From an optimization exercise on the open Yosys and OpenROAD flow, aimed at small area; shortcuts taken in it are not production practice. Only simulation tests tie the RTL to the original design; equivalence was not proved. No activity file was given, so power comes from the tool's default toggle rates.

==> flow/design.v <==
`default_nettype none
package sha256_pkg;
  localparam int word_w = 32;
  localparam int block_w = 512;
  localparam int digest_w = 256;
  localparam int digest_words = digest_w / word_w;
  localparam int num_rounds = 64;
  localparam int sched_depth = 16;
  typedef logic [word_w-1:0] word_t;
  typedef logic [block_w-1:0] block_t;
  typedef union packed {
    logic [digest_w-1:0] flat;
    word_t [0:digest_words-1] words;
  } digest_u;
  localparam logic [digest_w-1:0] hash_init =
    256'h6a09e667bb67ae853c6ef372a54ff53a510e527f9b05688c1f83d9ab5be0cd19;
  localparam logic [num_rounds*word_w-1:0] round_k = {
    32'h428a2f98, 32'h71374491, 32'hb5c0fbcf, 32'he9b5dba5, 32'h3956c25b, 32'h59f111f1,
    32'h923f82a4, 32'hab1c5ed5, 32'hd807aa98, 32'h12835b01, 32'h243185be, 32'h550c7dc3,
    32'h72be5d74, 32'h80deb1fe, 32'h9bdc06a7, 32'hc19bf174, 32'he49b69c1, 32'hefbe4786,
    32'h0fc19dc6, 32'h240ca1cc, 32'h2de92c6f, 32'h4a7484aa, 32'h5cb0a9dc, 32'h76f988da,
    32'h983e5152, 32'ha831c66d, 32'hb00327c8, 32'hbf597fc7, 32'hc6e00bf3, 32'hd5a79147,
    32'h06ca6351, 32'h14292967, 32'h27b70a85, 32'h2e1b2138, 32'h4d2c6dfc, 32'h53380d13,
    32'h650a7354, 32'h766a0abb, 32'h81c2c92e, 32'h92722c85, 32'ha2bfe8a1, 32'ha81a664b,
    32'hc24b8b70, 32'hc76c51a3, 32'hd192e819, 32'hd6990624, 32'hf40e3585, 32'h106aa070,
    32'h19a4c116, 32'h1e376c08, 32'h2748774c, 32'h34b0bcb5, 32'h391c0cb3, 32'h4ed8aa4a,
    32'h5b9cca4f, 32'h682e6ff3, 32'h748f82ee, 32'h78a5636f, 32'h84c87814, 32'h8cc70208,
    32'h90befffa, 32'ha4506ceb, 32'hbef9a3f7, 32'hc67178f2
  };
  function automatic logic [word_w-1:0] rotr(input logic [word_w-1:0] x, input integer n);
    rotr = (x >> n) | (x << (word_w - n));
  endfunction
  function automatic logic [word_w-1:0] ch(input logic [word_w-1:0] x, input logic [word_w-1:0] y, input logic [word_w-1:0] z);
    ch = (x & y) ^ (~x & z);
  endfunction
  function automatic logic [word_w-1:0] maj(input logic [word_w-1:0] x, input logic [word_w-1:0] y, input logic [word_w-1:0] z);
    maj = (x & y) ^ (x & z) ^ (y & z);
  endfunction
  function automatic logic [word_w-1:0] big_sigma0(input logic [word_w-1:0] x);
    big_sigma0 = rotr(x, 2) ^ rotr(x, 13) ^ rotr(x, 22);
  endfunction
  function automatic logic [word_w-1:0] big_sigma1(input logic [word_w-1:0] x);
    big_sigma1 = rotr(x, 6) ^ rotr(x, 11) ^ rotr(x, 25);
  endfunction
  function automatic logic [word_w-1:0] small_sigma0(input logic [word_w-1:0] x);
    small_sigma0 = rotr(x, 7) ^ rotr(x, 18) ^ (x >> 3);
  endfunction
  function automatic logic [word_w-1:0] small_sigma1(input logic [word_w-1:0] x);
    small_sigma1 = rotr(x, 17) ^ rotr(x, 19) ^ (x >> 10);
  endfunction
endpackage
`default_nettype wire
`default_nettype none
module spi_block_receiver (
  input  logic               clk,
  input  logic               block_load,
  input  logic               sck,
  input  logic               sdi,
  output sha256_pkg::block_t block,
  output logic               block_valid
);
  logic       sck_s1;
  logic       sck_s2;
  logic       sck_d;
  logic       sdi_s1;
  logic       sdi_s2;
  logic       sck_rise;
  logic       block_full;
  logic [9:0] bit_count;
  assign sck_rise   = sck_s2 & ~sck_d;
  assign block_full = (bit_count == 10'(sha256_pkg::block_w));
  always_ff @(posedge clk or negedge block_load) begin
    if (!block_load) begin
      sck_s1      <= 1'b0;
      sck_s2      <= 1'b0;
      sck_d       <= 1'b0;
      sdi_s1      <= 1'b0;
      sdi_s2      <= 1'b0;
      bit_count   <= '0;
      block_valid <= 1'b0;
    end else begin
      sck_s1      <= sck;
      sck_s2      <= sck_s1;
      sck_d       <= sck_s2;
      sdi_s1      <= sdi;
      sdi_s2      <= sdi_s1;
      block_valid <= 1'b0;
      if (sck_rise && !block_full) begin
        bit_count   <= bit_count + 10'd1;
        block_valid <= (bit_count == 10'(sha256_pkg::block_w - 1));
      end
    end
  end
  always_ff @(posedge clk) begin
    if (sck_rise && !block_full) begin
      block <= {block[sha256_pkg::block_w-2:0], sdi_s2};
    end
  end
endmodule
`default_nettype wire
`default_nettype none
module sha256_message_schedule (
  input  logic               clk,
  input  logic               block_load,
  input  sha256_pkg::block_t block,
  input  logic               sched_load,
  input  logic               sched_advance,
  output sha256_pkg::word_t  sched_word
);
  sha256_pkg::word_t window [0:sha256_pkg::sched_depth-1];
  sha256_pkg::word_t next_word;
  assign next_word = sha256_pkg::small_sigma1(window[sha256_pkg::sched_depth-2])
                   + window[sha256_pkg::sched_depth-7]
                   + sha256_pkg::small_sigma0(window[1])
                   + window[0];
  assign sched_word = window[0];
  always_ff @(posedge clk) begin
    if (sched_load) begin
      for (int i = 0; i < sha256_pkg::sched_depth; i++) begin
        window[i] <= block[sha256_pkg::block_w-1-i*sha256_pkg::word_w -: sha256_pkg::word_w];
      end
    end else if (sched_advance) begin
      for (int i = 0; i < sha256_pkg::sched_depth - 1; i++) begin
        window[i] <= window[i+1];
      end
      window[sha256_pkg::sched_depth-1] <= next_word;
    end
  end
endmodule
`default_nettype wire
`default_nettype none
module sha256_compress (
  input  logic                clk,
  input  logic                block_load,
  input  logic                block_valid,
  input  sha256_pkg::word_t   sched_word,
  output logic                sched_load,
  output logic                sched_advance,
  output sha256_pkg::digest_u digest,
  output logic                digest_valid
);
  typedef enum logic [1:0] {
    st_idle,
    st_load,
    st_round,
    st_finish
  } state_t;
  localparam sha256_pkg::digest_u init = sha256_pkg::hash_init;
  state_t              state;
  logic [5:0]          round;
  sha256_pkg::word_t   a;
  sha256_pkg::word_t   b;
  sha256_pkg::word_t   c;
  sha256_pkg::word_t   d;
  sha256_pkg::word_t   e;
  sha256_pkg::word_t   f;
  sha256_pkg::word_t   g;
  sha256_pkg::word_t   h;
  sha256_pkg::word_t   k;
  sha256_pkg::word_t   t1;
  sha256_pkg::word_t   t2;
  assign k = sha256_pkg::round_k[sha256_pkg::word_w*(6'(sha256_pkg::num_rounds-1)-round) +: sha256_pkg::word_w];
  assign t1 = h + sha256_pkg::big_sigma1(e) + sha256_pkg::ch(e, f, g) + k + sched_word;
  assign t2 = sha256_pkg::big_sigma0(a) + sha256_pkg::maj(a, b, c);
  assign sched_load    = (state == st_load);
  assign sched_advance = (state == st_round);
  assign digest_valid  = (state == st_finish);
  always_ff @(posedge clk or negedge block_load) begin
    if (!block_load) begin
      state <= st_idle;
      round <= '0;
    end else begin
      case (state)
        st_idle: begin
          if (block_valid) begin
            state <= st_load;
          end
        end
        st_load: begin
          state <= st_round;
          round <= '0;
        end
        st_round: begin
          round <= round + 6'd1;
          if (round == 6'(sha256_pkg::num_rounds - 1)) begin
            state <= st_finish;
          end
        end
        default: state <= st_idle;
      endcase
    end
  end
  always_ff @(posedge clk) begin
    if (state == st_load) begin
      {a, b, c, d, e, f, g, h} <= init.flat;
    end else if (state == st_round) begin
      h <= g;
      g <= f;
      f <= e;
      e <= d + t1;
      d <= c;
      c <= b;
      b <= a;
      a <= t1 + t2;
    end
  end
  always_comb begin
    digest.words[0] = a + init.words[0];
    digest.words[1] = b + init.words[1];
    digest.words[2] = c + init.words[2];
    digest.words[3] = d + init.words[3];
    digest.words[4] = e + init.words[4];
    digest.words[5] = f + init.words[5];
    digest.words[6] = g + init.words[6];
    digest.words[7] = h + init.words[7];
  end
endmodule
`default_nettype wire
`default_nettype none
module spi_digest_transmitter (
  input  logic                clk,
  input  logic                block_load,
  input  logic                sck,
  input  sha256_pkg::digest_u digest,
  input  logic                digest_valid,
  output logic                sdo,
  output logic                done
);
  logic                            sck_s1;
  logic                            sck_s2;
  logic                            sck_d;
  logic                            sck_fall;
  logic [sha256_pkg::digest_w-2:0] shift_reg;
  assign sck_fall = ~sck_s2 & sck_d;
  always_ff @(posedge clk or negedge block_load) begin
    if (!block_load) begin
      sck_s1 <= 1'b0;
      sck_s2 <= 1'b0;
      sck_d  <= 1'b0;
      sdo    <= 1'b0;
      done   <= 1'b0;
    end else begin
      sck_s1 <= sck;
      sck_s2 <= sck_s1;
      sck_d  <= sck_s2;
      if (digest_valid) begin
        sdo  <= digest.flat[sha256_pkg::digest_w-1];
        done <= 1'b1;
      end else if (sck_fall && done) begin
        sdo <= shift_reg[sha256_pkg::digest_w-2];
      end
    end
  end
  always_ff @(posedge clk) begin
    if (digest_valid) begin
      shift_reg <= digest.flat[sha256_pkg::digest_w-2:0];
    end else if (sck_fall && done) begin
      shift_reg <= {shift_reg[sha256_pkg::digest_w-3:0], 1'b0};
    end
  end
endmodule
`default_nettype wire
`default_nettype none
module upcoin_top (
  input  logic clk,
  input  logic block_load,
  input  logic sck,
  input  logic sdi,
  output logic sdo,
  output logic done
);
  sha256_pkg::block_t  block;
  logic                block_valid;
  logic                sched_load;
  logic                sched_advance;
  sha256_pkg::word_t   sched_word;
  sha256_pkg::digest_u digest;
  logic                digest_valid;
  spi_block_receiver rx_i (
    .clk         (clk),
    .block_load  (block_load),
    .sck         (sck),
    .sdi         (sdi),
    .block       (block),
    .block_valid (block_valid)
  );
  sha256_message_schedule sched_i (
    .clk           (clk),
    .block_load    (block_load),
    .block         (block),
    .sched_load    (sched_load),
    .sched_advance (sched_advance),
    .sched_word    (sched_word)
  );
  sha256_compress compress_i (
    .clk           (clk),
    .block_load    (block_load),
    .block_valid   (block_valid),
    .sched_word    (sched_word),
    .sched_load    (sched_load),
    .sched_advance (sched_advance),
    .digest        (digest),
    .digest_valid  (digest_valid)
  );
  spi_digest_transmitter tx_i (
    .clk          (clk),
    .block_load   (block_load),
    .sck          (sck),
    .digest       (digest),
    .digest_valid (digest_valid),
    .sdo          (sdo),
    .done         (done)
  );
endmodule
`default_nettype wire
==> flow/run.sh <==
#!/bin/bash
# synth_recipe.tcl (not shown) runs the flow's synth.tcl, then flattens the netlist and writes it again
# the make line also repeats each setting of config.mk as NAME=value (left out here)
make -C /OpenROAD-flow-scripts/flow DESIGN_CONFIG=/design/flow/config.mk WORK_HOME=/design/flow/orfs CLKGATE_MAP_FILE= SYNTH_SCRIPT=/design/flow/synth_recipe.tcl finish
==> flow/config.mk <==
export PLATFORM = sky130hd
export DESIGN_NAME = upcoin_top
export DESIGN_NICKNAME = upcoin_top
export VERILOG_FILES = /design/flow/design.v
export SDC_FILE = /design/flow/constraint.sdc
export NUM_CORES = 4
export LEC_CHECK = 0
export CAP_MARGIN = 20
export CORE_MARGIN = 2
export CORE_UTILIZATION = 40
export SLEW_MARGIN = 20
==> flow/constraint.sdc <==
create_clock -name core_clock -period 10.0 [get_ports {clk}]
set_input_delay 2.0000 -clock core_clock [delete_from_list [all_inputs] [get_ports {clk}]]
set_output_delay 2.0000 -clock core_clock [all_outputs]
set_load 0.01 [all_outputs]
==> flow_metrics.py <==
metrics = {
    "yosys": {
        "synth_xor_area_share_pct": 6.40,
        "synth-compound-area-share_pct": 7.66,
        "synth_edf_count": 1279,
        "ys_warn_count": 5,
        "seq_area_frac_synth_pct": 56.9,
        "synth_area_sq_um": 77600,
        "synthTopCellsByArea": "edfxtp_1 (49%), mux2_2 (8.2%), dfxtp_1 (6.6%)",
        "syn_inst": 6130,
        "synth_fa_ha_area_share_pct": 7.67,
        "synthSimpleGateAreaFrac_pct": 6.67,
        "syn_nets": 6481,
        "synth.top_cell.area_share_pct": 49.5,
        "synth_top_family_by_area": "multiplexers",
        "syn_avg_cell_area_sq_um": 12.7,
        "synthDistinctLibCells": 92,
        "synth_top_flop_cell": "edfxtp_1",
        "yosys.area.top_type": "edfxtp_1",
        "synth-async-reset-ratio_pct": 1.67,
        "synth-seq-cells": 1561,
        "synthMuxAreaShare_pct": 11.2,
    },
    "floorplan": {
        "core_area_sq_um": 193000,
        "rows": 161,
        "io-pin-count": 6,
        "start_util_pct": 40.3,
        "fp.dieW_microns": 444,
        "die_h_microns": 444,
        "dieArea_sq_um": 198000,
    },
    "setup_path": {
        "crit_top_cell": "o21ai_0",
        "worstSetupStartpointType": "flip-flop",
        "max_stage_delay_ns": 0.51,
        "crit_start": "compress_i.round[0]",
        "worst_setup_path_end_kind": "flip-flop",
        "reg2reg_depth": 30,
        "cp_data_arrival_time_ns": 9.41,
        "r2r_slack_ns": 1.25,
        "path_max_fanout": 18,
        "cpMaxStageDelayCell": "ha_1",
        "required_ns": 10.66,
        "rr_startpoint": "compress_i.round[0]",
        "path_class": "reg -> reg",
    },
    "clock_network": {
        "cts.sinks": 1561,
        "post_cts_buffers": 0,
        "root_buffer": "clkbuf_16",
        "h-tree-depth": 4,
        "cts_tree": "yes",
        "clockBufferDepth": 3,
        "cts_buffers": 167,
        "clk_latency_ns": 0.83,
        "clk_pin_slew_ns": 0.06,
        "cts_hold_buf": 0,
        "cts_resized": 0,
    },
    "timing": {
        "finalClockSkew_ns": 0.0598,
        "fmax_ghz": 0.114,
        "timing.final.crit_period_ns": 8.75,
        "drv_slew": 0,
        "finalSetupViolCount": 0,
        "hold_viol": 0,
        "rsz0062_at_grt": "false",
        "tightest_slew_ns": 1.11,
        "final.setup.worst_slack_ns": 1.25,
        "min_period_over_period_pct": 87.5,
        "maxSlewHeadroom_pct": 25.9,
    },
    "hold_path": {
        "min_from": "tx_i.sck_s1",
        "hold_path.class": "reg -> reg",
        "whs_path_depth": 0,
    },
    "pwr": {
        "p_per_area_nw_per_um2": 154,
        "vdd_drop_max_mv": 0.165,
        "p_leak_nw": 26.8,
        "total_power_mw": 13.3,
    },
    "routing": {
        "drtIter0Drc": 3539,
        "drt_first_pass_iters": 6,
        "ant_nets": 0,
        "num_vias": 46538,
        "wl_per_cell_microns": 23.6,
        "drt_drc_violations_left": 0,
        "wl_microns": 206000,
        "routed_via_density": 5.33,
    },
    "final_layout": {
        "final_area_sq_um": 86000,
        "multi_input_area_sq_um": 30900,
        "n_fill_cell": 17435,
        "nets": 6415,
        "final_layout_size_suffix_gt1_share_pct": 15.6,
        "seq_area_sq_um": 44200,
        "syn_to_final_growth_pct": 10.8,
    },
    "placed_design": {
        "dpl_cell_area_sq_um": 80500,
        "place_hpwl_microns": 144000,
        "io_buffers": 5,
        "place_ws_ns": 1.27,
        "gp_congestion": 0.912,
    },
    "grt": {
        "gr-total-overflow": 0,
        "grt_max_degree": 181,
        "antenna_found_initial": 1,
        "grt_pass1_vias": 47015,
        "grt_pass1_wl_microns": 308000,
        "track_usage_pct": 20.7,
    },
    "flow_run": {
        "maxCapViolCount": 0,
    },
    "status": {
        "status": "no timing/DRC/antenna violations",
    },
}
## cell usage after synthesis (all sizes together), types with 73 or more instances
cell,count
nor2,430
edfxtp,1279
xor2,190
mux2,567
ha,160
inv,370
clkbuf,292
mux2i,223
fa,187
a21o,73
xnor2,372
nand2,430
dfxtp,256
o21ai,254
a21oi,296
## worst max-delay path, delay by kind of cell, from the launching register on
kind                       cells  cell delay, ns
adders and majority gates      8            3.21
AOI/OAI and AO/OA             13            3.16
buffers and inverters          5            0.72
and+or+nand+nor                2            0.50
xor gates and xnor gates       1            0.42
DFF                            1            0.34
muxes                          1            0.21
## through the flow
stage | util (%) | instances | hold slack, ns | setup TNS (ns)
CTS | 44.7 | 8726 | 0.355 | 0
global route | 44.7 | 8726 | 0.376 | 0
global placement | 41.8 | 8420 | 0.340 | 0
floorplan | - | 6130 | 0.331 | -2132.01
finish | 44.7 | 8729 | 0.351 | 0
detailed placement | 41.8 | 8421 | 0.342 | 0
## power by group
part,leakage (nW),internal (mW),switching [mW]
Sequential,10.4,6.98,0.0157
Clock,2.65,3.48,2.71
Combinational,13.7,0.0189,0.0597
## cell usage in the layout, fill, tap and decap left out, types with 24 or more instances in the layout
cell       instances
o21a_1            24
nand2b_1          29
nand2_1          429
xnor2_1          372
inv_1            367
clkinv_1          24
nor3_1            66
fa_1             187
nor2b_1           35
a211oi_1          30
o211ai_1          50
clkbuf_16        169
mux2i_1          223
o21ai_0          245
ha_1             155
o31ai_1           26
nand3_1           53
clkinv_2          26
and3_1            25
xor2_1           190
a21o_1            73
edfxtp_1        1279
mux2_2           566
a21oi_1          292
nor2_1           430
dfxtp_1          256
clkbuf_1          45
a31oi_1           43
buf_4             85
## layout make-up
type | instances | area share (%)
flip-flops and latches | 1561 | 51.4
multi-input cells | 3859 | 35.9
clock buffers | 222 | 5.24
well taps | 2526 | 3.67
inverters | 373 | 1.63
clock inverters | 83 | 1.13
repair buffers | 102 | 1.08
diodes | 3 | 0.00873
## routing by layer
metal / part of all wire (%) / track usage [%] / up-vias / wire length [microns]
li1: - / - / 21749 / -
met1: 43 / 26.9 / 23402 / 88200
met2: 49 / 35.0 / 1039 / 101000
met3: 4.3 / 3.11 / 348 / 8780
met4: 3.8 / 7.91 / 0 / 7900
met5: 0 / 0 / - / 0
## cells by family after synthesis
kind of cell	count (synthesis)
XOR/XNOR	564
AND/OR/NAND/NOR	1184
buffers and inverters	710
multiplexers	794
adder cells (fa/ha/maj)	368
flip-flops	1561
AO/OA/AOI/OAI	949
## final timing paths
kind,endpoint
worst max-delay path,compress_i.a[28]
worst min-delay path,tx_i.sck_s2
worst max register to register,compress_i.a[28]
worst min register to register,tx_i.sck_s2
max in group asynchronous,compress_i.round[3]
min in group asynchronous,tx_i.sdo

[static timing again, ports no longer ideal]
In the flow no input, the clock included, has a driving cell. The finished layout below was timed again as built, in two steps.
Step 1 sets driving cells, clkbuf_16 on the clock port and buf_2 on the other inputs (assumed; they add their load-dependent delay and slew).
Step 2 adds t to the input delays and takes it off the output delays; t is the mean of the earliest and latest rising clock arrival at the registers after step 1. Input paths then give back, and output paths get back, about the clock's delay inside the block.
a / b / c = no drivers / after step 1 / after step 2; a / b = the first two.
shift t [ns]: 0.897
slack for setup (ns): 1.253 / 1.253 / 1.253
hold slack, ns: 0.351 / 0.351 / 0.351
worst register clock-pin slew, ns: 0.06 / 0.06
After both steps setup and hold are still met in this run. The setup slack of this run moves by 0.000 ns with the drivers and by 0.000 ns with both steps.
